Context: an optimization exercise on an open-source flow, tuned for small area. The choices shown serve that exercise and are no tape-out recipe.
RTL that was checked went through simulation tests only; none was proved equivalent to the original.
For runs 3 to 5, only the layout was checked, not whether the RTL still works.
Power figures rest on the tool's default switching activity, not on a simulated workload. The flow treats the clock pin as an ideal source, which a real chip does not have.

`flow/flow/run.sh`:
```
#!/bin/bash
# Standard layout, with plain buffers on the ports and no dummy clock loads.
set -euo pipefail
export BUFFER_PORTS_ARGS="-buffer_cell sky130_fd_sc_hd__buf_2"
export CTS_ARGS="-sink_clustering_enable -repair_clock_nets -dont_use_dummy_load -sink_clustering_size 28 -sink_clustering_max_diameter 80 -buf_list sky130_fd_sc_hd__clkbuf_16"
bash standard.sh > standard.log 2>&1
```
`flow/standard.sh`:
```
#!/bin/bash
# synth_recipe.tcl (not shown) runs the flow's synth.tcl, then flattens the netlist and writes it again
# the make line also repeats each setting of config.mk as NAME=value (left out here)
make -C /OpenROAD-flow-scripts/flow DESIGN_CONFIG=/design/flow/config.mk WORK_HOME=/design/flow/orfs CLKGATE_MAP_FILE= SYNTH_SCRIPT=/design/flow/synth_recipe.tcl "${@:-finish}"
```
`flow/config.mk`:
```
export PLATFORM = sky130hd
export DESIGN_NAME = tile_pixel_encoder
export DESIGN_NICKNAME = tile_pixel_encoder
export VERILOG_FILES = /design/flow/design.v
export SDC_FILE = /design/flow/constraint.sdc
export NUM_CORES = 4
export LEC_CHECK = 0
export CAP_MARGIN = 20
export CORE_MARGIN = 2
export CORE_UTILIZATION = 70
export CTS_BUF_LIST = sky130_fd_sc_hd__clkbuf_16
export CTS_CLUSTER_DIAMETER = 80
export CTS_CLUSTER_SIZE = 28
export SETUP_SLACK_MARGIN = 0.1
export SLEW_MARGIN = 20
export SYNTH_HIERARCHICAL = 1
export SYNTH_MINIMUM_KEEP_SIZE = 0
```
`flow/constraint.sdc`:
```
create_clock -name core_clock -period 5.0 [get_ports {Clk}]
set_input_delay 1.0000 -clock core_clock [delete_from_list [all_inputs] [get_ports {Clk}]]
set_output_delay 1.0000 -clock core_clock [all_outputs]
set_load 0.01 [all_outputs]
```
`flow/design.v`:
```
module tile_pixel_encoder #(
    parameter int TILE_W = 20,
    parameter int TILE_H = 20,
    parameter int DEPTH  = TILE_W * TILE_H,
    parameter int ADDR_W = 9,
    parameter int IDX_W  = 4
) (
    input  logic              Clk,
    input  logic              Reset,
    input  logic              start,
    input  logic              pix_valid,
    input  logic [23:0]       pix_color,
    output logic              pix_ready,
    input  logic [ADDR_W-1:0] read_address,
    output logic [IDX_W-1:0]  output_index,
    output logic              busy,
    output logic              done,
    output logic              err,
    output logic [ADDR_W-1:0] err_addr
);
    typedef enum logic [1:0] {ST_IDLE, ST_LOAD, ST_DONE} state_t;
    localparam int                NUM_PAL = 9;
    localparam int                NWORDS  = DEPTH / 4;
    localparam int                NGRP3   = 32;   
    localparam int                NGRP2   = 2;    
    localparam int                NGRP    = NGRP3 + NGRP2;
    localparam logic [ADDR_W-1:0] LAST    = ADDR_W'(DEPTH - 1);
    localparam logic [24*NUM_PAL-1:0] PAL = {
        24'hE33F00, 24'h756C5F, 24'hAB3A00, 24'hE6570C, 24'hFFC89C,
        24'hFFFFEF, 24'h0A0000, 24'h888173, 24'h800080
    };
    function automatic logic [12:0] enc(input logic [3:0] d0, input logic [3:0] d1,
                                        input logic [3:0] d2, input logic [3:0] d3);
        case ({d3[3], d2[3], d1[3], d0[3]})
            4'b0000: enc = {1'b0, d3[2:0], d2[2:0], d1[2:0], d0[2:0]};
            4'b0001: enc = {4'b1000, d3[2:0], d2[2:0], d1[2:0]};
            4'b0010: enc = {4'b1001, d3[2:0], d2[2:0], d0[2:0]};
            4'b0100: enc = {4'b1010, d3[2:0], d1[2:0], d0[2:0]};
            4'b1000: enc = {4'b1011, d2[2:0], d1[2:0], d0[2:0]};
            4'b0011: enc = {7'b1100011, d3[2:0], d2[2:0]};
            4'b0101: enc = {7'b1100101, d3[2:0], d1[2:0]};
            4'b1001: enc = {7'b1101001, d2[2:0], d1[2:0]};
            4'b0110: enc = {7'b1100110, d3[2:0], d0[2:0]};
            4'b1010: enc = {7'b1101010, d2[2:0], d0[2:0]};
            4'b1100: enc = {7'b1101100, d1[2:0], d0[2:0]};
            4'b0111: enc = {7'b1100111, 3'b000, d3[2:0]};
            4'b1011: enc = {7'b1101011, 3'b000, d2[2:0]};
            4'b1101: enc = {7'b1101101, 3'b000, d1[2:0]};
            4'b1110: enc = {7'b1101110, 3'b000, d0[2:0]};
            default: enc = {7'b1101111, 6'b000000};
        endcase
    endfunction
    function automatic logic [3:0] dec(input logic [12:0] w, input logic [1:0] p);
        logic [2:0] s0, s1, s2, s3;
        logic       e;    
        logic [2:0] v;    
        s0 = w[2:0]; s1 = w[5:3]; s2 = w[8:6]; s3 = w[11:9];
        e = 1'b0;
        v = s0;
        if (!w[12]) begin
            case (p)
                2'd0: v = s0;
                2'd1: v = s1;
                2'd2: v = s2;
                default: v = s3;
            endcase
        end else if (!w[11]) begin
            e = (w[10:9] == p);
            case (p)
                2'd0: v = s0;
                2'd1: v = w[10:9] == 2'd0 ? s0 : s1;
                2'd2: v = (w[10:9] == 2'd0 || w[10:9] == 2'd1) ? s1 : s2;
                default: v = s2;
            endcase
        end else begin
            e = w[6 + p];
            case (p)
                2'd0: v = s0;
                2'd1: v = !w[6] ? s1 : s0;
                2'd2: v = (!w[6] || !w[7]) ? s1 : s0;
                default: v = (!w[6] || !w[7] || !w[8]) ? s1 : s0;
            endcase
        end
        dec = e ? 4'd8 : {1'b0, v};
    endfunction
    state_t            r_state;
    logic [ADDR_W-1:0] r_addr;
    logic [IDX_W-1:0]  r_out;       
    logic [12:0]       r_ring [0:NWORDS-1];    
    logic [2:0]        r_ph;        
    logic [IDX_W-1:0]  r_stage [0:2];
    logic [12:0]       r_pend [0:1];    
    logic [1:0]        r_pvalid;
    logic              w_xfer;
    logic [IDX_W-1:0]  w_idx;
    assign w_xfer       = (r_state == ST_LOAD) && pix_valid;
    assign pix_ready    = (r_state == ST_LOAD);
    assign busy         = (r_state == ST_LOAD);
    assign done         = (r_state == ST_DONE);
    assign output_index = r_out;
    logic              w_miss;
    logic              r_err;
    logic [ADDR_W-1:0] r_err_addr;
    always_comb begin
        w_idx  = '0;
        w_miss = 1'b1;
        for (int i = NUM_PAL - 1; i >= 0; i--) begin
            if (pix_color == PAL[24*i +: 24]) begin
                w_idx  = IDX_W'(i);
                w_miss = 1'b0;
            end
        end
    end
    always_ff @(posedge Clk) begin
        if (Reset) begin
            r_err      <= 1'b0;
            r_err_addr <= '0;
        end else if ((r_state != ST_LOAD) && start) begin
            r_err      <= 1'b0;
            r_err_addr <= '0;
        end else if (w_xfer && w_miss && !r_err) begin
            r_err      <= 1'b1;
            r_err_addr <= r_addr;
        end
    end
    assign err      = r_err;
    assign err_addr = r_err_addr;
    always_ff @(posedge Clk) begin
        if (Reset) begin
            r_state <= ST_IDLE;
            r_addr  <= '0;
        end else begin
            case (r_state)
                ST_IDLE, ST_DONE: begin
                    if (start) begin
                        r_state <= ST_LOAD;
                        r_addr  <= '0;
                    end
                end
                ST_LOAD: begin
                    if (w_xfer) begin
                        if (r_addr == LAST) begin
                            r_state <= ST_DONE;
                            r_addr  <= '0;
                        end else begin
                            r_addr <= r_addr + ADDR_W'(1);
                        end
                    end
                end
                default: begin
                    r_state <= ST_IDLE;
                    r_addr  <= '0;
                end
            endcase
        end
    end
    logic       w_last;        
    logic [6:0] w_m1, w_m2;    
    logic [6:0] w_pw [0:1];    
    logic [1:0] w_due;         
    logic [12:0] w_wdata;
    logic [6:0]  w_wword;
    assign w_last = w_xfer && (r_addr[1:0] == 2'd3);
    assign w_m1   = (r_addr[ADDR_W-1:2] == 7'd0) ? 7'd99 : r_addr[ADDR_W-1:2] - 7'd1;
    assign w_m2   = (r_addr[ADDR_W-1:2] == 7'd0) ? 7'd98 :
                    (r_addr[ADDR_W-1:2] == 7'd1) ? 7'd99 : r_addr[ADDR_W-1:2] - 7'd2;
    assign w_pw[0] = w_m1[0] ? w_m2 : w_m1;
    assign w_pw[1] = w_m1[0] ? w_m1 : w_m2;
    function automatic logic due(input logic [6:0] w, input logic [2:0] ph);
        if (w[6:3] == 4'd12) due = (2'(ph[1:0] + w[1:0] + 2'd1) == 2'd0);
        else                 due = (3'(ph + w[2:0] + 3'd1) == 3'd0);
    endfunction
    assign w_due[0] = r_pvalid[0] && due(w_pw[0], r_ph);
    assign w_due[1] = r_pvalid[1] && due(w_pw[1], r_ph);
    assign w_wdata  = w_due[1] ? r_pend[1] : r_pend[0];
    assign w_wword  = w_due[1] ? w_pw[1] : w_pw[0];
    always_ff @(posedge Clk) begin
        if (!Reset && w_xfer && !w_last)
            r_stage[r_addr[1:0]] <= w_idx;
    end
    for (genvar b = 0; b < 2; b++) begin : g_pend
        always_ff @(posedge Clk) begin
            if (!Reset && w_last && (r_addr[2] == 1'(b)))
                r_pend[b] <= enc(r_stage[0], r_stage[1], r_stage[2], w_idx);
        end
        always_ff @(posedge Clk) begin
            if (Reset)                                 r_pvalid[b] <= 1'b0;
            else if (w_last && (r_addr[2] == 1'(b)))   r_pvalid[b] <= 1'b1;
            else if (w_due[b])                         r_pvalid[b] <= 1'b0;
        end
    end
    always_ff @(posedge Clk) begin
        if (Reset) r_ph <= 3'd0;
        else       r_ph <= r_ph + 3'd1;
    end
    for (genvar r = 0; r < 13; r++) begin : g_ring
        localparam int L = (r < 12) ? 8 : 4;
        always_ff @(posedge Clk) begin
            if ((w_due != 2'b00) && (w_wword[6:3] == 4'(r)))
                r_ring[8*r] <= w_wdata;
            else
                r_ring[8*r] <= r_ring[8*r+L-1];
            for (int k = 1; k < L; k++)
                r_ring[8*r+k] <= r_ring[8*r+k-1];
        end
    end
    logic [NWORDS-1:0] w_rsel;
    logic [13*NGRP-1:0] w_grp_n;
    logic [12:0]       w_rword;
    logic [2:0] w_rslot;
    assign w_rslot = read_address[4:2] + r_ph;
    tpe_rd_decode u_rdec (.ring(read_address[ADDR_W-1:5]), .b4(read_address[4]), .slot(w_rslot), .sel(w_rsel));
    for (genvar g = 0; g < NGRP3; g++) begin : g_grp3
        tpe_aoi3 u_aoi (
            .a(r_ring[3*g]), .b(r_ring[3*g+1]), .c(r_ring[3*g+2]),
            .sa(w_rsel[3*g]), .sb(w_rsel[3*g+1]), .sc(w_rsel[3*g+2]),
            .y_n(w_grp_n[13*g +: 13])
        );
    end
    for (genvar g = 0; g < NGRP2; g++) begin : g_grp2
        tpe_aoi2 u_aoi (
            .a(r_ring[3*NGRP3+2*g]), .b(r_ring[3*NGRP3+2*g+1]),
            .sa(w_rsel[3*NGRP3+2*g]), .sb(w_rsel[3*NGRP3+2*g+1]),
            .y_n(w_grp_n[13*(NGRP3+g) +: 13])
        );
    end
    tpe_nand_tree #(.N(NGRP)) u_tree (.x_n(w_grp_n), .y(w_rword));
    logic        w_hit;
    logic [3:0]  w_sidx;
    logic [12:0] w_sword;
    assign w_hit  = (read_address[ADDR_W-1:2] == r_addr[ADDR_W-1:2]) && (read_address[1:0] < r_addr[1:0]);
    logic [1:0]  w_phit;
    assign w_phit[0] = r_pvalid[0] && (read_address[ADDR_W-1:2] == w_pw[0]);
    assign w_phit[1] = r_pvalid[1] && (read_address[ADDR_W-1:2] == w_pw[1]);
    assign w_sidx = r_stage[read_address[1:0]];
    always_comb begin
        if (w_sidx[3]) w_sword = {2'b10, read_address[1:0], 9'b0};
        else           w_sword = 13'({w_sidx[2:0]} << (3 * read_address[1:0]));
    end
    logic [12:0] r_rword;
    logic [1:0]  r_rpos;
    always_ff @(posedge Clk) begin
        if (Reset)      r_rword <= '0;
        else if (w_hit) r_rword <= w_sword;
        else if (w_phit[0]) r_rword <= r_pend[0];
        else if (w_phit[1]) r_rword <= r_pend[1];
        else            r_rword <= w_rword;
    end
    always_ff @(posedge Clk) begin
        r_rpos <= read_address[1:0];
    end
    assign r_out = dec(r_rword, r_rpos);
endmodule
module tpe_rd_decode (
    input  logic [3:0]  ring,
    input  logic        b4,
    input  logic [2:0]  slot,
    output logic [99:0] sel
);
    always_comb begin
        for (int r = 0; r < 12; r++)
            for (int k = 0; k < 8; k++)
                sel[8*r+k] = (ring == 4'(r)) && (slot == 3'(k));
        for (int k = 0; k < 4; k++)
            sel[96+k] = (ring == 4'd12) && !b4 && (slot[1:0] == 2'(k));
    end
endmodule
module tpe_aoi3 (
    input  logic [12:0] a,
    input  logic [12:0] b,
    input  logic [12:0] c,
    input  logic        sa,
    input  logic        sb,
    input  logic        sc,
    output logic [12:0] y_n
);
    assign y_n = ~(({13{sa}} & a) | ({13{sb}} & b) | ({13{sc}} & c));
endmodule
module tpe_aoi2 (
    input  logic [12:0] a,
    input  logic [12:0] b,
    input  logic        sa,
    input  logic        sb,
    output logic [12:0] y_n
);
    assign y_n = ~(({13{sa}} & a) | ({13{sb}} & b));
endmodule
module tpe_nand_tree #(
    parameter int N = 34
) (
    input  logic [13*N-1:0] x_n,
    output logic [12:0] y
);
    always_comb begin
        y = '0;
        for (int i = 0; i < N; i++)
            y = y | ~x_n[13*i +: 13];
    end
endmodule
```
==> metrics.md, run 1 <==
| Metric | Value |
|---|---|
| Levels on crit path | 17 |
| Leak | 16.77 nW |
| Vias in the first global route | 27,180 |
| Worst setup endpoint | r_rword[3] |
| GPL Wtd Cong | 0.9795 |
| Worst reg-to-reg path cell count | 16 |
| CP top delay family | simple AND/OR/NAND/NOR gates |
| Nets | 3,222 |
| Max-slew violation total from the final report | 0 |
| Final setup margin | 162.7 ps |
| Port bufs | 53 |
| Top post-synthesis cells by area | dfxtp_1 65%, a222oi_1 10%, mux2_2 3.3% |
| Initial antenna violation count | 5 |
| Seq/Total Area, Yosys | 67.91% |
| Cell Pwr Density | 376.4 nW/um^2 |
| Critical Path RT | 5480 ps |
| Sequential Power Share | 66.5% |
| Leading area contributor after synthesis | dfxtp_1 |
| Critical Path Fanout Max | 12 |
| Worst slack, placed | -392.3 ps |
| Global-route wire length before repair | 176.6 mm |
| Status | complete, no violations |
| Primary FF master, synth | dfxtp_1 |
| Slew margin rel. | 19.02% |
| Number of top-level pins | 54 |
| Unrepaired setup endpoints after global routing | no |
| CTS tree | yes |
| VDD IR max | 0.4515 mV |
| Worst-path clk slew | 100 ps |
| Clock Latency Late Sink | 680 ps |
| Die Area | 61,090 um^2 |
| Yosys cell types | 90 |
| Slowest CP cell | a222oi_1 |
| Largest net degree at the start of global routing | 34 |
| Remaining DRCs | 0 |
| Yosys reg bits | 1,383 |
| CTS Root Cell | clkbuf_16 |
| Util after Layout | 75.56% |
| Most frequent cells in the layout | 1,341 x dfxtp_1, 416 x a222oi_1, 176 x buf_4, 126 x nor2_1, 123 x mux2_2 |
| Detailed Route WL | 120.3 mm |
| Layout area overhead | 7.137% |
| All-Layer GR Usage | 38.85% |
| Endpoint class of the critical path | flip-flop |
| Die Ht | 247.2 um |
| Cell Area, Synth | 41,390 um^2 |
| FF-to-FF End | r_rword[3] |
| Hold Path Stages | 0 |
| Post-synth EDFFs | 42 |
| Initial core utilization | 70.53% |
| CP startpoint | read_address[2] |
| DRC marker count from the first detailed-route iteration | 4,835 |
| Num CTS Buffers | 57 |
| Switching power | 0.003456 W |
| CP arrival | 5320 ps |
| Fill cells | 3,662 |
| Setup TNS | 0 ps |
| FFs w/ async S/R, synth | 0% |
| Drt pass-1 iters | 10 |
| Share of cells above drive strength 1 | 17.23% |
| Fmax achieved | 206.7 MHz |
| Switching Share | 20.71% |
| Syn Inst Count | 3,049 |
| Vias | 28,040 |
| DR WL/cell | 30.54 um |
| Hold Slack | 245.6 ps |
| Count of final hold-check violations | 0 |
| Share of total power in combinational logic | 2.2% |
| Routed Antenna Nets | 0 |
| Avg Inst Size Synth | 13.57 um^2 |
| # Max-Cap Violations | 0 |
| Worst Hold Class | reg -> reg |
| Clock net sink count | 1,383 |
| Startpoint Class | input port |
| Commonest non-fill, non-tap cell in the layout | dfxtp_1 |
| DPL Wire Length | 83.57 mm |
| Yosys Warn Count | 15 |
| Internal | 0.01323 W |
| CP Cell Sequence | buf_2 > ha_1 > inv_1 > fa_1 > xor2_1 > xnor2_1 > or3b_1 > buf_12 > nor2_1 > buf_4 > a222oi_1 > nand4_1 > nor3_1 > buf_4 > nand3_1 > mux2i_1 > o221ai_1 |
| Crit path buf inv count | 5 |
| Final setup fails | 0 |
| Part of the cycle the worst path needs | 96.75% |
| Grt total ovfl | 0 |
| Clk_skew | 95.34 ps |
| Min cycle time layout | 4837 ps |
| Row Count | 89 |
| CP dominant cell by count | buf_4 |
| Crit path largest cell delay | 590 ps |
| H-tree levels | 2 |
| Critical path class | in -> reg |
| R2R Setup Slk | 280 ps |
| Clock Path Buffers | 3 |
| Placeable Area | 58,690 um^2 |
| Share of the synthesized area in the top cell type | 64.86% |
| Worst flop-to-flop path startpoint | r_ph[0] |
| Least-Margin Pin Slew | 1210 ps |
| Width of the die | 247.2 um |
| Drt via density | 7.116 |
| Clock share of power | 31.3% |
worst reg2reg max path: cells and delay by family (launching register included):
kind / cells / cell delay, ps
compound gates: 2 / 730
xor+xnor: 2 / 650
fa+ha+maj: 2 / 560
buf+inv: 4 / 700
flops: 1 / 370
mux: 1 / 220
simple gates: 5 / 1400
metal layers:
layer / vias to the layer above / part of all wire (%) / GRT usage [%]
met2: 1751 / 46 / 61.33
met1: 14010 / 39 / 51.38
met5: - / 0.028 / 0
met3: 287 / 10 / 8.161
li1: 11990 / - / -
met4: 6 / 5.2 / 18.32
synth_stat cells (26+ instances only):
cell type	count
mux2_1	50
dfxtp_1	1341
nor3_1	35
a22oi_1	31
nor2_2	41
nand3_1	54
clkbuf_1	29
buf_6	83
nor4_1	26
buf_2	57
nand2_1	74
mux2i_1	36
nand4_1	118
edfxtp_1	42
nor2_1	135
inv_1	40
mux2_2	123
a222oi_1	416
state kept, by name, summed over array words and instances (netlist names):
signal / count
r_state: 2
r_err_addr: 9
r_rword: 13
r_err: 1
r_pend: 26
r_addr: 9
r_ring: 1300
r_rpos: 2
r_ph: 3
r_stage: 16
r_pvalid: 2
layout make-up:
type / instances / area (um^2) / area share, %
Multi-Input combinational cell: 1440 / 11840 / 26.70
Sequential cell: 1383 / 28110 / 63.38
Antenna cell: 3 / 7.507 / 0.01693
Timing Repair Buffer: 243 / 1843 / 4.156
Inverter: 41 / 153.9 / 0.3471
Clock buffer: 57 / 1426 / 3.217
Tap cell: 773 / 967.2 / 2.181
modules after synthesis (local to each module, per instance), excerpt:
module,cells inside,flip-flops and latches,copies in the design
tile_pixel_encoder,2190,1383,1
tpe_rd_decode,148,0,1
tpe_aoi3,16,0,32
tpe_aoi2,15,0,2
logic make-up after synthesis:
logic type                 share of synthesized area [%]
DFF                                                67.91
AOI/OAI and AO/OA                                  13.40
and+or+nand+nor                                    7.606
buffers and inverters                              3.830
muxes                                              5.849
xor gates and xnor gates                          0.8041
adders and majority gates                         0.5925
other                                           0.009060
worst min path at each step:
stage                       start             end  slack (ps)
finish              r_ring[8][11]   r_ring[9][11]         250
global route        r_ring[8][11]   r_ring[9][11]         250
CTS                 r_ring[8][11]   r_ring[9][11]         240
detailed placement  r_ring[22][7]   r_ring[23][7]         340
global placement    r_ring[81][8]   r_ring[82][8]         330
floorplan           r_ring[9][11]  r_ring[10][11]         330
power by group through the flow:
stage	logic [W]	clock network, W	registers [W]
detailed placement	0.000350	0	0.0114
global placement	0.000343	0	0.0114
floorplan	0.000207	0	0.0113
CTS	0.000352	0.00523	0.0111
finish	0.000366	0.00522	0.0111
global route	0.000381	0.00560	0.0111
metrics by stage:
step,total power [W],instance area (um^2),instances
after detailed placement,0.01170,42870,3879
after global routing,0.01709,44340,3937
after floorplan,0.01155,41400,3053
after CTS,0.01668,44290,3936
after global placement,0.01170,42840,3878
final,0.01669,44340,3940
what timing repair did:
item	4_1_cts	5_1_grt
endpoints found under the setup margin	0	2
hold buffers	0	0
setup buffers	0	0
gates resized for setup	0	2
==> inputs of run 2 (changes only) <==
--- a/flow/design.v
+++ b/flow/design.v
@@ -195,11 +195,12 @@
     end
     for (genvar r = 0; r < 13; r++) begin : g_ring
         localparam int L = (r < 12) ? 8 : 4;
+        logic        w_we;
+        logic [12:0] w_d0;
+        assign w_we = (w_due != 2'b00) && (w_wword[6:3] == 4'(r));
+        tpe_port u_port (.we(w_we), .keep(!w_we), .wdata(w_wdata), .q(r_ring[8*r+L-1]), .d(w_d0));
         always_ff @(posedge Clk) begin
-            if ((w_due != 2'b00) && (w_wword[6:3] == 4'(r)))
-                r_ring[8*r] <= w_wdata;
-            else
-                r_ring[8*r] <= r_ring[8*r+L-1];
+            r_ring[8*r] <= w_d0;
             for (int k = 1; k < L; k++)
                 r_ring[8*r+k] <= r_ring[8*r+k-1];
         end
@@ -297,3 +298,12 @@
             y = y | ~x_n[13*i +: 13];
     end
 endmodule
+module tpe_port (
+    input  logic        we,
+    input  logic        keep,
+    input  logic [12:0] wdata,
+    input  logic [12:0] q,
+    output logic [12:0] d
+);
+    assign d = ({13{we}} & wdata) | ({13{keep}} & q);
+endmodule
==> run 2 against run 1 <==
  * Synthesized cell count is the same
  * Area after synthesis shrank 0.82%
  * Flip-flop and latch count stayed put
  * Clock-buffer cell count is 1 lower
  * Hold slack better by 67 ps
  * Critical path type is now reg -> reg
  * Largest cell class unchanged
==> metrics.md, run 2 <==
| Metric | Value |
|---|---|
| Die Ht | 246.2 um (-0.40%) |
| Port bufs | 53 (unchanged) |
| CP dominant cell by count | buf_4 |
| Critical path class | reg -> reg |
| Detailed Route WL | 116.7 mm (-3.0%) |
| Drt via density | 7.261 (+2.0%) |
| Global-route wire length before repair | 172.7 mm (-2.2%) |
| Top-count cell post-synth | dfxtp_1 |
| Max reg flops | 1,300 (unchanged) |
| Startpoint Class | flip-flop |
| Width of the die | 246.2 um (-0.40%) |
| Unrepaired setup endpoints after global routing | no |
| Finished Layout Cells | 3,875 (-1.6%) |
| Cells after DPL | 3,816 (-1.6%) |
| Clk_skew | 63.85 ps (-31.48 ps) |
| Top post-synthesis cells by area | dfxtp_1 65%, a222oi_1 10%, edfxtp_1 3.1% |
| Post-synth EDFFs | 42 (unchanged) |
| Nets | 3,167 (-1.7%) |
| DRC marker count from the first detailed-route iteration | 5,092 (+5.3%) |
| Leak | 15.91 nW (-5.1%) |
| Primary FF master, synth | dfxtp_1 |
| Fmax achieved | 205.6 MHz (-0.56%) |
| Commonest non-fill, non-tap cell in the layout | dfxtp_1 |
| Layer with the highest usage | met2 |
| Initial core utilization | 71.02% (+0.49 points) |
| GPL Wtd Cong | 0.9243 (-5.6%) |
| DR WL/cell | 30.12 um (-1.4%) |
| Leading area contributor after synthesis | dfxtp_1 |
| Util after Layout | 74.84% (-0.73 points) |
| CP Cell Sequence | ha_1 > inv_1 > fa_1 > xor2_1 > buf_4 > xnor2_2 > or3b_1 > nor2_1 > buf_4 > a222oi_1 > nand4_1 > nor4_1 > buf_4 > nand3_1 > a221o_1 > o211ai_1 > nand2_1 |
| Final setup fails | 0 (unchanged) |
| Part of the cycle the worst path needs | 97.29% (+0.54 points) |
| Power consumption | 0.01661 W (-0.49%) |
| Crit path largest cell delay | 570 ps (-20 ps) |
| Slowest CP cell | a222oi_1 |
| Top reg by flops | r_ring |
| Status | complete, no violations |
| Grt total ovfl | 0 (unchanged) |
| Vias in the first global route | 27,180 (-0.011%) |
| Count of final hold-check violations | 0 (unchanged) |
| VDD IR max | 0.3808 mV (-16%) |
| Post-CTS sizing | 0 (unchanged) |
| Commonest cells post-synth | 1,341 x dfxtp_1, 416 x a222oi_1, 136 x nor2_1 |
| Routed Antenna Nets | 0 (unchanged) |
| Cell Area, Synth | 41,050 um^2 (-0.82%) |
| Endpoint class of the critical path | flip-flop |
| Max-slew violation total from the final report | 0 (unchanged) |
| Slew margin rel. | 17.00% (-2.0 points) |
| CTS Hold Bufs | 0 (unchanged) |
| Yosys Warn Count | 15 (unchanged) |
| Cell Pwr Density | 383.9 nW/um^2 (+2.0%) |
| Seq/Total Area, Yosys | 68.47% (+0.56 points) |
| FFs w/ async S/R, synth | 0% (unchanged) |
| Die Area | 60,600 um^2 (-0.80%) |
| Least-Margin Pin Slew | 1240 ps (+30.24 ps) |
| Most frequent cells in the layout | 1,341 x dfxtp_1, 416 x a222oi_1, 134 x buf_4, 131 x a22o_1 |
| Num CTS Buffers | 56 (-1.8%) |
| Worst-path clk slew | 110 ps (about the same) |
| CP arrival | 5390 ps (+70 ps) |
| Clock net sink count | 1,383 (unchanged) |
| Clock Path Buffers | 3 (unchanged) |
| Min cycle time layout | 4864 ps (+27.07 ps) |
| Vias | 28,140 (+0.35%) |
| Worst Hold Class | reg -> reg |
| H-tree levels | 2 (unchanged) |
| DPL Wire Length | 80.35 mm (-3.8%) |
| Placeable Area | 57,810 um^2 (-1.5%) |
| CTS tree | yes |
| Critical Path Fanout Max | 8 (-4) |
| Met1 GRT Util | 52.58% (+1.2 points) |
| Number of top-level pins | 54 (unchanged) |
| Share of the synthesized area in the top cell type | 65.40% (+0.54 points) |
| Row Count | 88 (-1.1%) |
| Crit path buf inv count | 4 (-1) |
| # Max-Cap Violations | 0 (unchanged) |
| Post-CTS setup buffer count | 0 (unchanged) |
| Clock Latency Late Sink | 670 ps (about the same) |
| All-Layer GR Usage | 37.79% (-1.1 points) |
| Yosys reg bits | 1,383 (unchanged) |
| Yosys cell types | 89 (-1.1%) |
| Initial antenna violation count | 1 (-4) |
| Met3 usage in global routing | 7.789% (-0.37 points) |
| Largest net degree at the start of global routing | 29 (-15%) |
| Remaining DRCs | 0 (unchanged) |
| CTS Root Cell | clkbuf_16 |
| Drt pass-1 iters | 13 (+3) |
| Critical Path RT | 5520 ps (+40 ps) |
| Avg Inst Size Synth | 13.46 um^2 (-0.82%) |
| Share of cells above drive strength 1 | 12.93% (-4.3 points) |
| M2 GR Usage | 56.96% (-4.4 points) |
| CP top delay family | simple AND/OR/NAND/NOR gates |
| Setup TNS | 0 ps (unchanged) |
| Syn Inst Count | 3,049 (unchanged) |
| Layout area overhead | 5.380% |
[run 2: per-layer routing]
| metal | part of all wire, % | wire length [um] |
|---|---|---|
| met1 | 40 | 46150 |
| met2 | 44 | 51040 |
| met3 | 12 | 13560 |
| met4 | 5.1 | 5967 |
| met5 | 0 | 0 |
[run 2: cells by family (layout without fill, tap and decap cells)]
logic type	after synthesis	count (layout)	share of synthesized area [%]
flops	1383	1383	68.47
compound gates	755	755	16.76
simple gates	590	590	7.980
buf+inv	217	273	4.020
mux	50	50	1.442
xor+xnor	34	34	0.7254
fa+ha+maj	19	19	0.5974
other cells	1	6	0.009135
[run 2: through the flow]
step / area [um^2] / setup slack (ps) / hold slack, ps
finish: 43260 / 135.7 / 312.1
global route: 43260 / 128.7 / 325.2
CTS: 43190 / 137.1 / 309.3
detailed placement: 41780 / -442.6 / 335.3
global placement: 41770 / -363.5 / 331.8
floorplan: 41070 / 1018 / 329.8
[run 2: power breakdown]
part	leakage, nW	total, W	switching (W)	internal, W
Sequential	11.2	0.0111	0.0000287	0.0111
Combinational	4.06	0.000362	0.000250	0.000112
Clock	0.690	0.00513	0.00312	0.00201
Total	15.9	0.0166	0.00340	0.0132
[run 2: final cells by class]
cell class,instances,area [um^2]
sequential,1383,28110
fill,3660,14550
multi-input combinational,1453,11390
clock buffer,56,1401
timing repair buffer,188,1291
tap,765,957.2
inverter,29,108.9
antenna,1,2.502
[run 2: path summary, 6_finish.rpt]
kind                                startpoint        endpoint  slack [ps]  depth (start not counted)
worst max-delay path                   r_ph[0]      r_rword[7]         140                         17
worst min-delay path            r_ring[24][12]  r_ring[25][12]         310                          0
worst max register to register         r_ph[0]      r_rword[7]         140                         17
worst min register to register  r_ring[24][12]  r_ring[25][12]         310                          0
[run 2: Yosys stat by module, one instance, submodules excluded, a selection]
module	area, um^2	copies in the design	cells
tile_pixel_encoder	32130	1	1995
tpe_aoi2	120.1	2	15
tpe_aoi3	157.7	32	16
tpe_port	140.1	13	15
tpe_rd_decode	857.1	1	148
==> inputs of run 3 (changes only) <==
--- a/flow/design.v
+++ b/flow/design.v
@@ -209,7 +209,14 @@
     logic [13*NGRP-1:0] w_grp_n;
     logic [12:0]       w_rword;
     logic [2:0] w_rslot;
-    assign w_rslot = read_address[4:2] + r_ph;
+    logic       w_c0, w_c1, w_x1, w_x2;
+    tpe_xor u_s0 (.a(read_address[2]), .b(r_ph[0]), .y(w_rslot[0]));
+    tpe_and u_c0 (.a(read_address[2]), .b(r_ph[0]), .y(w_c0));
+    tpe_xor u_x1 (.a(read_address[3]), .b(r_ph[1]), .y(w_x1));
+    tpe_xor u_s1 (.a(w_x1), .b(w_c0), .y(w_rslot[1]));
+    tpe_maj u_c1 (.a(read_address[3]), .b(r_ph[1]), .c(w_c0), .y(w_c1));
+    tpe_xor u_x2 (.a(read_address[4]), .b(r_ph[2]), .y(w_x2));
+    tpe_xor u_s2 (.a(w_x2), .b(w_c1), .y(w_rslot[2]));
     tpe_rd_decode u_rdec (.ring(read_address[ADDR_W-1:5]), .b4(read_address[4]), .slot(w_rslot), .sel(w_rsel));
     for (genvar g = 0; g < NGRP3; g++) begin : g_grp3
         tpe_aoi3 u_aoi (
@@ -307,3 +314,25 @@
 );
     assign d = ({13{we}} & wdata) | ({13{keep}} & q);
 endmodule
+module tpe_xor (
+    input  logic a,
+    input  logic b,
+    output logic y
+);
+    assign y = a ^ b;
+endmodule
+module tpe_and (
+    input  logic a,
+    input  logic b,
+    output logic y
+);
+    assign y = a & b;
+endmodule
+module tpe_maj (
+    input  logic a,
+    input  logic b,
+    input  logic c,
+    output logic y
+);
+    assign y = (a & b) | (a & c) | (b & c);
+endmodule
==> run 3 against run 2 <==
  * Largest cell class unchanged
  * Largest power group unchanged
  * Global-route usage is 1.9 points higher
  * Utilization is 0.057 points lower
  * Highest routed layer unchanged
  * Clock skew is 35 ps higher
  * Synthesized cell count grew 0.13%
==> metrics.md, run 3 <==
| Metric | Value |
|---|---|
| Status | complete, no violations |
| CTS tree | yes |
| Layout area overhead | 5.437% (about the same) |
| DR WL/cell | 31.50 um (+4.6%) |
| Leak | 16.09 nW (+1.1%) |
| Max-slew violation total from the final report | 0 (unchanged) |
| Critical Path Fanout Max | 13 (+5) |
| Initial core utilization | 70.92% (-0.092 points) |
| CP arrival | 5280 ps (-110 ps) |
| CTS Root Cell | clkbuf_16 |
| Largest net degree at the start of global routing | 29 (unchanged) |
| Top post-synthesis cells by area | dfxtp_1 66%, a222oi_1 10%, edfxtp_1 3.1% |
| DPL Wire Length | 84.58 mm (+5.3%) |
| All-Layer GR Usage | 39.70% (+1.9 points) |
| Startpoint Class | flip-flop |
| Clock Latency Late Sink | 700 ps (+30 ps) |
| Row Count | 88 (unchanged) |
| HP Start | r_ring[26][4] |
| Port bufs | 53 (unchanged) |
| Yosys cell types | 87 (-2.2%) |
| Avg Inst Size Synth | 13.40 um^2 (-0.45%) |
| Seq/Total Area, Yosys | 68.69% (+0.22 points) |
| Worst slack, placed | -162.3 ps (+280.3 ps) |
| Fill cells | 3,793 (+3.6%) |
| Post-synth EDFFs | 42 (unchanged) |
| Register area | 28,110 um^2 (unchanged) |
| Hold Path Stages | 0 (unchanged) |
| Worst flop-to-flop path startpoint | r_addr[3] |
| Fmax achieved | 209.8 MHz (+2.1%) |
| Remaining DRCs | 0 (unchanged) |
| Clock net sink count | 1,383 (unchanged) |
| Vias in the first global route | 27,360 (+0.66%) |
| Clock Path Buffers | 3 (unchanged) |
| Hold Crit Endpoint | r_ring[27][4] |
| Min cycle time layout | 4766 ps (-98.62 ps) |
| Slew margin rel. | 17.73% (+0.73 points) |
| Yosys Warn Count | 15 (unchanged) |
| Clock share of power | 31.2% (+0.3 points) |
| Critical Path RT | 5510 ps (about the same) |
| FF-to-FF End | r_ring[64][11] |
| VDD IR max | 0.3927 mV (+3.1%) |
| Area of the multi-input gates | 11,240 um^2 (-1.3%) |
| Post-Layout Inst Area | 43,140 um^2 (-0.27%) |
| Share of the synthesized area in the top cell type | 65.61% (+0.21 points) |
| Switching Share | 20.65% (+0.18 points) |
| # Max-Cap Violations | 0 (unchanged) |
| Most frequent cells in the layout | 1,341 x dfxtp_1, 416 x a222oi_1, 139 x nor2_1, 137 x buf_4, 130 x a22o_1 |
| Number of top-level pins | 54 (unchanged) |
| Count of final hold-check violations | 0 (unchanged) |
| Initial antenna violation count | 0 (-1) |
| Drt via density | 7.352 (+1.3%) |
| Least-Margin Pin Slew | 1229 ps (-10.94 ps) |
| Routed Antenna Nets | 0 (unchanged) |
| Post-CTS setup buffer count | 0 (unchanged) |
| Share of total power in combinational logic | 2.0% (-0.2 points) |
| Grt total ovfl | 0 (unchanged) |
| Share of cells above drive strength 1 | 12.11% (-0.82 points) |
| Cell Area, Placed | 41,710 um^2 (-0.17%) |
| Vias | 28,570 (+1.5%) |
| Final setup margin | 234.3 ps (+98.62 ps) |
| Sequential Power Share | 66.8% (about the same) |
| DRC marker count from the first detailed-route iteration | 5,438 (+6.8%) |
| Finished Layout Cells | 3,886 (+0.28%) |
| Cell Pwr Density | 385.1 nW/um^2 (+0.31%) |
| Critical path class | reg -> reg |
| Global-route wire length before repair | 178.8 mm (+3.5%) |
| Endpoint class of the critical path | flip-flop |
| Commonest non-fill, non-tap cell in the layout | dfxtp_1 |
| R2R Setup Slk | 230 ps (+100 ps) |
| Die Ht | 245.8 um (-0.16%) |
| Worst-path clk slew | 100 ps (about the same) |
| ANT cells | 0 (-1) |
| Num CTS Buffers | 56 (unchanged) |
| Unrepaired setup endpoints after global routing | no |
| GPL Wtd Cong | 1.004 (+8.6%) |
| Commonest cells post-synth | 1,341 x dfxtp_1, 416 x a222oi_1, 144 x nor2_1 |
| Internal | 0.01318 W (-0.19%) |
| Top reg by flops | r_ring |
| FFs w/ async S/R, synth | 0% (unchanged) |
| Final setup fails | 0 (unchanged) |
| Setup TNS | 0 ps (unchanged) |
| Syn Inst Count | 3,053 (+0.13%) |
| Drt pass-1 iters | 11 (-2) |
| Worst reg-to-reg path cell count | 11 (-6) |
| Cells after DPL | 3,827 (+0.29%) |
| Die Area | 60,410 um^2 (-0.32%) |
| Part of the cycle the worst path needs | 95.31% (-2.0 points) |
| Cell Area, Synth | 40,920 um^2 (-0.32%) |
| Width of the die | 245.8 um (-0.16%) |
| Nets | 3,177 (+0.32%) |
| Worst Hold Class | reg -> reg |
| Yosys reg bits | 1,383 (unchanged) |
| Max reg flops | 1,300 (unchanged) |
| Hold Slack | 284.4 ps (-27.69 ps) |
| Switching power | 0.003431 W (+0.93%) |
| Placeable Area | 57,700 um^2 (-0.19%) |
| Detailed Route WL | 122.4 mm (+4.9%) |
| H-tree levels | 2 (unchanged) |
| Leading area contributor after synthesis | dfxtp_1 |
| Clk_skew | 98.56 ps (+34.71 ps) |
| Primary FF master, synth | dfxtp_1 |
| Top-count cell post-synth | dfxtp_1 |
run 3: cell count changes after synthesis, sizes merged, moves of 8 or more:
cell	delta
mux2i	+14
nand2	+34
o21ai	-14
xor2	+8
mux2	-17
run 3: per-layer routing:
layer,share of wire (%),global-route usage [%],vias to the layer above
met2,43,58.33,2016
met1,39,54.05,14140
met5,0,0,-
met4,6.0,20.91,0
met3,12,10.48,390
li1,-,-,12020
run 3: critical path: stages (launching register included):
cell      delay [ps]
dfxtp_1          450
inv_1            250
ha_1             310
or3b_2           490
xor2_1           170
nand2_1          330
o221ai_1         280
a21oi_1          560
o22ai_1          300
a211o_1          390
nand2b_1         630
a22o_2           450
run 3: per-stage QoR:
stage | utilization (%) | total power [W]
2_1_floorplan | - | 0.01154
3_3_place_gp | 72.29 | 0.01166
3_5_place_dp | 72.30 | 0.01167
4_1_cts | 74.73 | 0.01659
5_1_grt | 74.78 | 0.01701
6_report | 74.78 | 0.01661
run 3: area by class of cell:
type / count / share of cell area [%]
sequential: 1383 / 65.15
inverter: 23 / 0.2001
timing repair buffer: 193 / 3.138
multi-input combinational: 1466 / 26.05
clock buffer: 56 / 3.248
tap: 765 / 2.219
run 3: worst max-delay path by stage:
stage / start / cells after the start / slack [ps] / to
floorplan: r_addr[2] / 16 / 1260 / r_ring[96][11]
global placement: read_address[2] / 13 / -60 / r_rword[3]
detailed placement: read_address[2] / 14 / -160 / r_rword[1]
CTS: r_addr[3] / 13 / 310 / r_ring[24][4]
global route: r_addr[3] / 12 / 120 / r_ring[64][11]
finish: r_addr[3] / 11 / 230 / r_ring[64][11]
run 3: power groups by stage:
| stage | Sequential [W] | Combinational (W) | Clock (W) |
|---|---|---|---|
| after floorplan | 0.0113 | 0.000200 | 0 |
| after detailed placement | 0.0114 | 0.000320 | 0 |
| after global routing | 0.0111 | 0.000345 | 0.00556 |
| after CTS | 0.0111 | 0.000321 | 0.00517 |
| after global placement | 0.0114 | 0.000311 | 0 |
| final | 0.0111 | 0.000333 | 0.00518 |
run 3: cell families (layout without fill, tap and decap cells):
kind of cell	Yosys count	count (layout)	synth area share, %
buffers and inverters	208	272	3.960
other	1	5	0.009164
adder cells (fa/ha/maj)	18	18	0.5473
flip-flops	1383	1383	68.69
XOR/XNOR	41	41	0.8776
AO/OA/AOI/OAI	739	739	16.52
AND/OR/NAND/NOR	616	616	8.082
multiplexers	47	47	1.312
run 3: what timing repair did:
item,CTS,global route
hold buffers,0,0
gates resized for setup,0,1
endpoints found under the hold margin,0,0
setup endpoints to repair,0,1
run 3: modules after synthesis (local to each module, per instance), excerpt:
| module | area, um^2 | flops+latches | times used | cells inside |
|---|---|---|---|---|
| tpe_aoi3 | 157.7 | 0 | 32 | 16 |
| tile_pixel_encoder | 31930 | 1383 | 1 | 1992 |
| tpe_maj | 11.26 | 0 | 1 | 1 |
| tpe_and | 6.256 | 0 | 1 | 1 |
| tpe_aoi2 | 120.1 | 0 | 2 | 15 |
| tpe_rd_decode | 857.1 | 0 | 1 | 148 |
| tpe_xor | 8.758 | 0 | 5 | 1 |
| tpe_port | 140.1 | 0 | 13 | 15 |
==> inputs of run 4 (changes only) <==
--- a/flow/design.v
+++ b/flow/design.v
@@ -242,8 +242,7 @@
     assign w_phit[1] = r_pvalid[1] && (read_address[ADDR_W-1:2] == w_pw[1]);
     assign w_sidx = r_stage[read_address[1:0]];
     always_comb begin
-        if (w_sidx[3]) w_sword = {2'b10, read_address[1:0], 9'b0};
-        else           w_sword = 13'({w_sidx[2:0]} << (3 * read_address[1:0]));
+        w_sword = {w_sidx[3], 9'b0, w_sidx[2:0]};
     end
     logic [12:0] r_rword;
     logic [1:0]  r_rpos;
@@ -255,7 +254,7 @@
         else            r_rword <= w_rword;
     end
     always_ff @(posedge Clk) begin
-        r_rpos <= read_address[1:0];
+        r_rpos <= w_hit ? 2'd0 : read_address[1:0];
     end
     assign r_out = dec(r_rword, r_rpos);
 endmodule
==> run 4 against run 3 <==
  * Non-clock buffer count fell by 25
  * Power fell by 0.11%
  * Utilization decreased by 0.41 points
  * Area after synthesis hardly changed
  * Sequential power about the same
  * First-iteration DRC count up 8.8%
  * Clock power about the same
  * Cell count is 2.0% lower
  * Critical path depth increased by 1
  * Clock-buffer cell count stayed put
  * Clock skew fell by 43 ps
  * Flip-flop and latch count stayed put
==> metrics.md, run 4 <==
| Metric | Value |
|---|---|
| Status | complete, no violations |
| Worst slack, placed | -361.4 ps (-199.1 ps) |
| Layer with the highest usage | met2 |
| H-tree levels | 2 (unchanged) |
| Final setup margin | 135.9 ps (-98.39 ps) |
| Die Ht | 245.7 um (about the same) |
| Share of cells above drive strength 1 | 11.56% (-0.55 points) |
| Clk_skew | 55.12 ps (-43.45 ps) |
| Placeable Area | 57,700 um^2 (unchanged) |
| Count of final hold-check violations | 0 (unchanged) |
| Worst Hold Class | reg -> reg |
| Clock net sink count | 1,383 (unchanged) |
| Final setup fails | 0 (unchanged) |
| Yosys Warn Count | 15 (unchanged) |
| Post-CTS setup buffer count | 0 (unchanged) |
| Post-synth EDFFs | 42 (unchanged) |
| Top reg by flops | r_ring |
| Switching Share | 20.55% (-0.10 points) |
| Drt pass-1 iters | 14 (+3) |
| CP Cell Sequence | buf_2 > and2_1 > maj3_2 > xor2_2 > or3b_1 > nor2_1 > a222oi_1 > nand4_1 > nor4_1 > nand3_1 > mux2i_1 > o221ai_1 |
| Row Count | 88 (unchanged) |
| CTS tree | yes |
| Slew margin rel. | 18.26% (+0.53 points) |
| Initial antenna violation count | 1 (+1) |
| Drt via density | 7.348 (about the same) |
| Endpoint class of the critical path | flip-flop |
| Grt total ovfl | 0 (unchanged) |
| Remaining DRCs | 0 (unchanged) |
| Cells after DPL | 3,753 (-1.9%) |
| Cell Area, Placed | 41,480 um^2 (-0.56%) |
| Fmax achieved | 205.6 MHz (-2.0%) |
| Crit path largest cell delay | 890 ps (+260 ps) |
| Internal | 0.01319 W (about the same) |
| Min cycle time layout | 4864 ps (+98.38 ps) |
| CP startpoint | read_address[2] |
| Most frequent cells in the layout | 1,341 x dfxtp_1, 417 x a222oi_1, 130 x a22o_1, 128 x nor2_1, 119 x nand4_1 |
| CTS Root Cell | clkbuf_16 |
| Vias | 28,000 (-2.0%) |
| Met3 usage in global routing | 8.054% (-2.4 points) |
| DRC marker count from the first detailed-route iteration | 5,915 (+8.8%) |
| Post-Layout Inst Area | 42,910 um^2 (-0.55%) |
| Share of total power in combinational logic | 2.0% (about the same) |
| GPL Wtd Cong | 0.9869 (-1.7%) |
| Worst-path clk slew | 110 ps (about the same) |
| Max reg flops | 1,300 (unchanged) |
| Met1 GRT Util | 55.14% (+1.1 points) |
| Slowest CP cell | a222oi_1 |
| Vias in the first global route | 26,660 (-2.6%) |
| All-Layer GR Usage | 38.98% (-0.72 points) |
| # Max-Cap Violations | 0 (unchanged) |
| Clock Path Buffers | 3 (unchanged) |
| CTS Hold Bufs | 0 (unchanged) |
| Crit path buf inv count | 1 (unchanged) |
| Commonest non-fill, non-tap cell in the layout | dfxtp_1 |
| Detailed Route WL | 120.3 mm (-1.7%) |
| FFs w/ async S/R, synth | 0% (unchanged) |
| Layout area overhead | 4.923% |
| Initial core utilization | 70.88% (about the same) |
| Fill cells | 3,794 (+0.026%) |
| Commonest cells post-synth | 1,341 x dfxtp_1, 417 x a222oi_1, 136 x nor2_1 |
| Post-CTS sizing | 0 (unchanged) |
| Seq/Total Area, Yosys | 68.73% (about the same) |
| Largest net degree at the start of global routing | 29 (unchanged) |
| Worst flop-to-flop path startpoint | r_ph[0] |
| VDD IR max | 0.3720 mV (-5.3%) |
| Nets | 3,100 (-2.4%) |
| Least-Margin Pin Slew | 1226 ps (-3.439 ps) |
| Top-count cell post-synth | dfxtp_1 |
| Leading area contributor after synthesis | dfxtp_1 |
| Global-route wire length before repair | 175.5 mm (-1.8%) |
| Width of the die | 245.7 um (about the same) |
| Port bufs | 53 (unchanged) |
| DPL Wire Length | 83.13 mm (-1.7%) |
| M2 GR Usage | 57.92% (-0.41 points) |
| Critical Path Fanout Max | 13 (unchanged) |
| Top post-synthesis cells by area | dfxtp_1 66%, a222oi_1 10%, edfxtp_1 3.1% |
| Num CTS Buffers | 56 (unchanged) |
| CP top delay family | simple AND/OR/NAND/NOR gates |
| Clock Latency Late Sink | 640 ps (-60 ps) |
| Primary FF master, synth | dfxtp_1 |
| DR WL/cell | 31.58 um (+0.25%) |
| Routed Antenna Nets | 0 (unchanged) |
| Cell Area, Synth | 40,890 um^2 (about the same) |
| Sequential Power Share | 66.9% (about the same) |
| HP Start | r_ring[44][4] |
| Part of the cycle the worst path needs | 97.28% (+2.0 points) |
| Yosys reg bits | 1,383 (unchanged) |
| Util after Layout | 74.37% (-0.41 points) |
| Die Area | 60,370 um^2 (about the same) |
| Critical Path RT | 5520 ps (about the same) |
| Syn Inst Count | 3,004 (-1.6%) |
| Max-slew violation total from the final report | 0 (unchanged) |
| Finished Layout Cells | 3,810 (-2.0%) |
| Clock share of power | 31.1% (about the same) |
| Cell Pwr Density | 386.8 nW/um^2 (+0.45%) |
| Number of top-level pins | 54 (unchanged) |
| Avg Inst Size Synth | 13.61 um^2 (+1.6%) |
| CP arrival | 5380 ps (+100 ps) |
| Unrepaired setup endpoints after global routing | no |
| Leak | 15.79 nW (-1.9%) |
| Critical path class | in -> reg |
| Share of the synthesized area in the top cell type | 65.65% (about the same) |
| Yosys cell types | 84 (-3.4%) |
| Startpoint Class | input port |
| Switching power | 0.003410 W (-0.61%) |
run 4: changes by cell type after synthesis, moves of 7 or more:
cell       before  now
nand2_1       115   68
mux2_1          0   13
o2bb2ai_1       0   10
and2_1          7   16
buf_2          56   47
xnor2_1        19   28
clkbuf_1       23   31
nor2_1        144  136
nand3_1        36   29
run 4: layout make-up:
class	instances	area, um^2	share of cell area (%)
diodes	1	2.502	0.005832
clock buffers	56	1401	3.266
multi-input cells	1413	11220	26.15
flip-flops and latches	1383	28110	65.51
repair buffers	168	1129	2.630
inverters	24	90.09	0.2100
well taps	765	957.2	2.231
run 4: final timing paths:
| kind | endpoint | slack (ps) | cells after the start |
|---|---|---|---|
| setup reg to reg | r_rword[1] | 210 | 11 |
| setup / recovery | r_rword[1] | 140 | 12 |
| hold reg to reg | r_ring[45][4] | 290 | 0 |
| hold / removal | r_ring[45][4] | 290 | 0 |
run 4: worst register-to-register path, cell delays in order, from the launching register on:
cell and delay [ps]:
dfxtp_1 380, and2_1 190, maj3_2 340, xor2_2 530
or3b_1 470, nor2_1 330, a222oi_1 890, nand4_1 290
nor4_1 760, nand3_1 180, mux2i_1 180, o221ai_1 130
run 4: per-module statistics from Yosys, one instance, submodules excluded, excerpt:
module              cell area [um^2]  flops+latches
tile_pixel_encoder             31910           1383
tpe_and                        6.256              0
tpe_aoi2                       120.1              0
tpe_aoi3                       157.7              0
tpe_maj                        11.26              0
tpe_port                       140.1              0
tpe_rd_decode                  857.1              0
tpe_xor                        8.758              0
run 4: kinds of logic after synthesis:
| family | count (synthesis) | synth area share [%] |
|---|---|---|
| muxes | 63 | 1.854 |
| adders and majority gates | 18 | 0.5477 |
| and+or+nand+nor | 556 | 7.505 |
| buffers and inverters | 212 | 3.981 |
| DFF | 1383 | 68.73 |
| other | 1 | 0.009170 |
| AOI/OAI and AO/OA | 726 | 16.39 |
| xor gates and xnor gates | 45 | 0.9822 |
run 4: metrics by stage:
step	total power, W	hold WS [ps]	setup TNS (ps)
after global placement	0.01167	332.0	-443.7
final	0.01660	292.5	0
after floorplan	0.01155	329.8	0
after global routing	0.01700	288.5	0
after CTS	0.01658	296.3	0
after detailed placement	0.01168	334.8	-1111
run 4: power groups by stage:
stage               clock, W  sequential [W]  combinational, W
floorplan                  0          0.0113          0.000205
global placement           0          0.0114          0.000317
detailed placement         0          0.0114          0.000323
CTS                  0.00515          0.0111          0.000324
global route         0.00554          0.0111          0.000352
finish               0.00515          0.0111          0.000339
run 4: routing by layer:
| layer | part of all wire, % | vias up | wire, um |
|---|---|---|---|
| li1 | - | 11800 | - |
| met1 | 39 | 13830 | 47220 |
| met2 | 43 | 2035 | 51960 |
| met3 | 12 | 334 | 14600 |
| met4 | 5.4 | 0 | 6528 |
| met5 | 0 | - | 0 |
==> inputs of run 5 (changes only) <==
==> flow/flow/run.sh (replaced) <==
#!/bin/bash
# Standard layout, with plain buffers on the ports and no dummy clock loads.
set -euo pipefail
export BUFFER_PORTS_ARGS="-buffer_cell sky130_fd_sc_hd__buf_2"
export CTS_ARGS="-sink_clustering_enable -repair_clock_nets -dont_use_dummy_load -sink_clustering_size 32 -sink_clustering_max_diameter 90 -buf_list sky130_fd_sc_hd__clkbuf_16"
bash standard.sh > standard.log 2>&1
--- a/flow/config.mk
+++ b/flow/config.mk
@@ -9,8 +9,8 @@
 export CORE_MARGIN = 2
 export CORE_UTILIZATION = 70
 export CTS_BUF_LIST = sky130_fd_sc_hd__clkbuf_16
-export CTS_CLUSTER_DIAMETER = 80
-export CTS_CLUSTER_SIZE = 28
+export CTS_CLUSTER_DIAMETER = 90
+export CTS_CLUSTER_SIZE = 32
 export SETUP_SLACK_MARGIN = 0.1
 export SLEW_MARGIN = 20
 export SYNTH_HIERARCHICAL = 1
==> run 5 against run 4 <==
  * Critical path depth unchanged
  * Global-route usage is 0.39 points lower
  * Final area shrank 0.36%
  * Clock-buffer cell count shrank 6
  * Flip-flop and latch count unchanged
  * Still clean
  * Clock skew is 44 ps higher
==> metrics.md, run 5 <==
| Metric | Value |
|---|---|
| Global-route wire length before repair | 173.8 mm (-0.99%) |
| Port bufs | 53 (unchanged) |
| All-Layer GR Usage | 38.58% (-0.39 points) |
| ANT cells | 0 (-1) |
| Top post-synthesis cells by area | dfxtp_1 66%, a222oi_1 10%, edfxtp_1 3.1% |
| CTS tree | yes |
| Yosys reg bits | 1,383 (unchanged) |
| HP Start | r_ring[46][4] |
| Critical Path RT | 5550 ps (+30 ps) |
| Remaining DRCs | 0 (unchanged) |
| Top-count cell post-synth | dfxtp_1 |
| Status | complete, no violations |
| Top reg by flops | r_ring |
| Worst-path clk slew | 110 ps (about the same) |
| Cell Area, Synth | 40,890 um^2 (unchanged) |
| Avg Inst Size Synth | 13.61 um^2 (unchanged) |
| Width of the die | 245.7 um (unchanged) |
| Routed Antenna Nets | 0 (unchanged) |
| Placeable Area | 57,700 um^2 (unchanged) |
| Initial core utilization | 70.88% (unchanged) |
| Max-slew violation total from the final report | 0 (unchanged) |
| Endpoint class of the critical path | flip-flop |
| Worst Hold Class | reg -> reg |
| CP Cell Sequence | inv_1 > ha_1 > or2_2 > ha_1 > a21oi_1 > xnor2_1 > xnor2_1 > or2_1 > o22ai_1 > nor2b_1 > nand2b_1 > a22o_2 |
| VDD IR max | 0.3973 mV (+6.8%) |
| Share of cells above drive strength 1 | 11.32% (-0.24 points) |
| Fill cells | 3,842 (+1.3%) |
| Count of final hold-check violations | 0 (unchanged) |
| DPL Wire Length | 83.13 mm (unchanged) |
| Clock Path Buffers | 3 (unchanged) |
| Primary FF master, synth | dfxtp_1 |
| Fmax achieved | 210.5 MHz (+2.4%) |
| Max reg flops | 1,300 (unchanged) |
| Cell Pwr Density | 382.8 nW/um^2 (-1.0%) |
| Nets | 3,094 (-0.19%) |
| Largest net degree at the start of global routing | 33 (+14%) |
| Grt total ovfl | 0 (unchanged) |
| CTS Root Cell | clkbuf_16 |
| Critical path class | reg -> reg |
| FFs w/ async S/R, synth | 0% (unchanged) |
| Commonest cells post-synth | 1,341 x dfxtp_1, 417 x a222oi_1, 136 x nor2_1 |
| H-tree levels | 2 (unchanged) |
| Vias in the first global route | 26,420 (-0.90%) |
| Die Ht | 245.7 um (unchanged) |
| Final setup margin | 249.2 ps (+113.3 ps) |
| Share of the synthesized area in the top cell type | 65.65% (unchanged) |
| Syn Inst Count | 3,004 (unchanged) |
| Slowest CP cell | nand2b_1 |
| Leak | 15.71 nW (-0.47%) |
| Crit path buf inv count | 1 (unchanged) |
| Yosys cell types | 84 (unchanged) |
| Number of top-level pins | 54 (unchanged) |
| GPL Wtd Cong | 0.9869 (unchanged) |
| Initial antenna violation count | 2 (+1) |
| Post-synth EDFFs | 42 (unchanged) |
| Startpoint Class | flip-flop |
| Slew margin rel. | 15.02% (-3.2 points) |
| Hold Path Stages | 0 (unchanged) |
| Min cycle time layout | 4751 ps (-113.3 ps) |
| Vias | 27,920 (-0.27%) |
| Drt via density | 7.342 (about the same) |
| Final setup fails | 0 (unchanged) |
| CP startpoint | r_addr[3] |
| CP arrival | 5300 ps (-80 ps) |
| Worst slack, placed | -361.4 ps (unchanged) |
| Part of the cycle the worst path needs | 95.02% (-2.3 points) |
| Num CTS Buffers | 50 (-11%) |
| Critical Path Fanout Max | 13 (unchanged) |
| Unrepaired setup endpoints after global routing | no |
| Crit path largest cell delay | 640 ps (-250 ps) |
| DRC marker count from the first detailed-route iteration | 5,727 (-3.2%) |
| Yosys Warn Count | 15 (unchanged) |
| R2R Setup Slk | 250 ps (+40 ps) |
| Worst flop-to-flop path startpoint | r_addr[3] |
| Least-Margin Pin Slew | 1275 ps (+48.61 ps) |
| Detailed Route WL | 119.5 mm (-0.72%) |
| Drt pass-1 iters | 9 (-5) |
| CP top delay family | simple AND/OR/NAND/NOR gates |
| Row Count | 88 (unchanged) |
| Most frequent cells in the layout | 1,341 x dfxtp_1, 417 x a222oi_1, 130 x a22o_1, 129 x nor2_1, 119 x nand4_1 |
| DR WL/cell | 31.41 um (-0.53%) |
| Commonest non-fill, non-tap cell in the layout | dfxtp_1 |
| # Max-Cap Violations | 0 (unchanged) |
| Seq/Total Area, Yosys | 68.73% (unchanged) |
| Layout area overhead | 4.544% |
| Worst reg-to-reg path cell count | 12 (+1) |
| Hold Crit Endpoint | r_ring[47][4] |
| Clk_skew | 98.98 ps (+43.86 ps) |
| Die Area | 60,370 um^2 (unchanged) |
| Leading area contributor after synthesis | dfxtp_1 |
| Clock Latency Late Sink | 660 ps (+20 ps) |
| FF-to-FF End | r_ring[16][12] |
| Clock net sink count | 1,383 (unchanged) |
| Setup TNS | 0 ps (unchanged) |
run 5: worst max path at each step:
stage	end	cells past startpoint	slack, ps
5_1_grt	r_ring[16][12]	12	100
2_1_floorplan	r_ring[0][11]	15	1280
6_report	r_ring[16][12]	12	250
3_3_place_gp	r_rword[6]	14	-210
3_5_place_dp	r_rword[1]	12	-360
4_1_cts	r_rword[1]	12	300
run 5: final cells by class:
class	count	area, um^2	share of cell area (%)
flip-flops and latches	1383	28110	65.75
multi-input cells	1413	11220	26.24
clock buffers	50	1251	2.927
repair buffers	168	1129	2.640
well taps	765	957.2	2.239
inverters	24	90.09	0.2107
run 5: per-module statistics from Yosys (local to each module, per instance), excerpt:
module              times used  cells inside  cell area, um^2
tile_pixel_encoder           1          1943            31910
tpe_rd_decode                1           148            857.1
tpe_aoi3                    32            16            157.7
tpe_port                    13            15            140.1
tpe_aoi2                     2            15            120.1
tpe_maj                      1             1            11.26
tpe_xor                      5             1            8.758
tpe_and                      1             1            6.256
run 5: cells by family (layout without fill, tap and decap cells):
logic type                 Yosys count  count (layout)  synth area share (%)
xor gates and xnor gates            45              45                0.9822
buffers and inverters              212             242                 3.981
and+or+nand+nor                    556             556                 7.505
other                                1               5              0.009170
adders and majority gates           18              18                0.5477
AOI/OAI and AO/OA                  726             726                 16.39
muxes                               63              63                 1.854
DFF                               1383            1383                 68.73
run 5: power by group:
part,leakage [nW],internal [W],switching (W)
clock,0.616,0.00181,0.00311
sequential,11.2,0.0111,0.0000247
combinational,3.93,0.000100,0.000238
run 5: timing repair:
item | 4_1_cts | 5_1_grt
hold buffers | 0 | 0
resized for setup | 0 | 1
setup endpoints to repair | 0 | 1
setup buffers | 0 | 0
run 5: metal layers:
metal / GRT usage, % / vias to the layer above / routed length (um)
met5: 0 / - / 7
met4: 18.57 / 2 / 6589
met3: 8.676 / 315 / 15050
met2: 56.77 / 2023 / 51080
met1: 54.22 / 13780 / 46720
li1: - / 11800 / -
run 5: through the flow:
step                util [%]  area [um^2]  hold WS (ps)  std cells  total power [W]
floorplan                  -        40910         329.8       3008          0.01155
global placement       71.89        41480         332.0       3753          0.01167
detailed placement     71.89        41480         334.8       3753          0.01168
CTS                    74.06        42730         289.8       3803          0.01634
global route           74.10        42750         293.7       3803          0.01675
finish                 74.10        42750         290.2       3803          0.01637

-- static timing again, ports no longer ideal --
The results above use ideal ports. As a check the final layouts listed here were re-extracted and re-timed, cells and wires unchanged. Step 1 assumes that a clkbuf_16 drives the clock port and a buf_2 every other input. Step 2 adds t to the input delays and takes it off the output delays; t is the mean of the earliest and latest rising clock arrival at the registers after step 1. Input paths then give back, and output paths get back, about the clock's delay inside the block. Three values: ideal, step 1, step 2; two values: the first two.
run	shift t [ns]	setup slack, ns	hold WS [ns]	worst register clock-pin slew, ns	pins driven straight from the clock port
run 1	0.690	0.163 / 0.205 / -0.485	0.246 / 0.246 / 0.246	0.11 / 0.11	1
run 2	0.703	0.136 / 0.136 / -0.505	0.312 / 0.312 / 0.312	0.11 / 0.11	1
run 3	0.720	0.234 / 0.234 / -0.329	0.284 / 0.284 / 0.284	0.11 / 0.11	1
run 4	0.695	0.136 / 0.181 / -0.514	0.292 / 0.292 / 0.292	0.11 / 0.11	1
run 5	0.674	0.249 / 0.249 / -0.376	0.290 / 0.290 / 0.290	0.12 / 0.12	1
Met with ideal ports but missed after step 2: setup timing in every run listed. For run 4, which loses most, drivers alone change the setup slack by +0.045 ns; drivers and shift together by -0.650 ns.
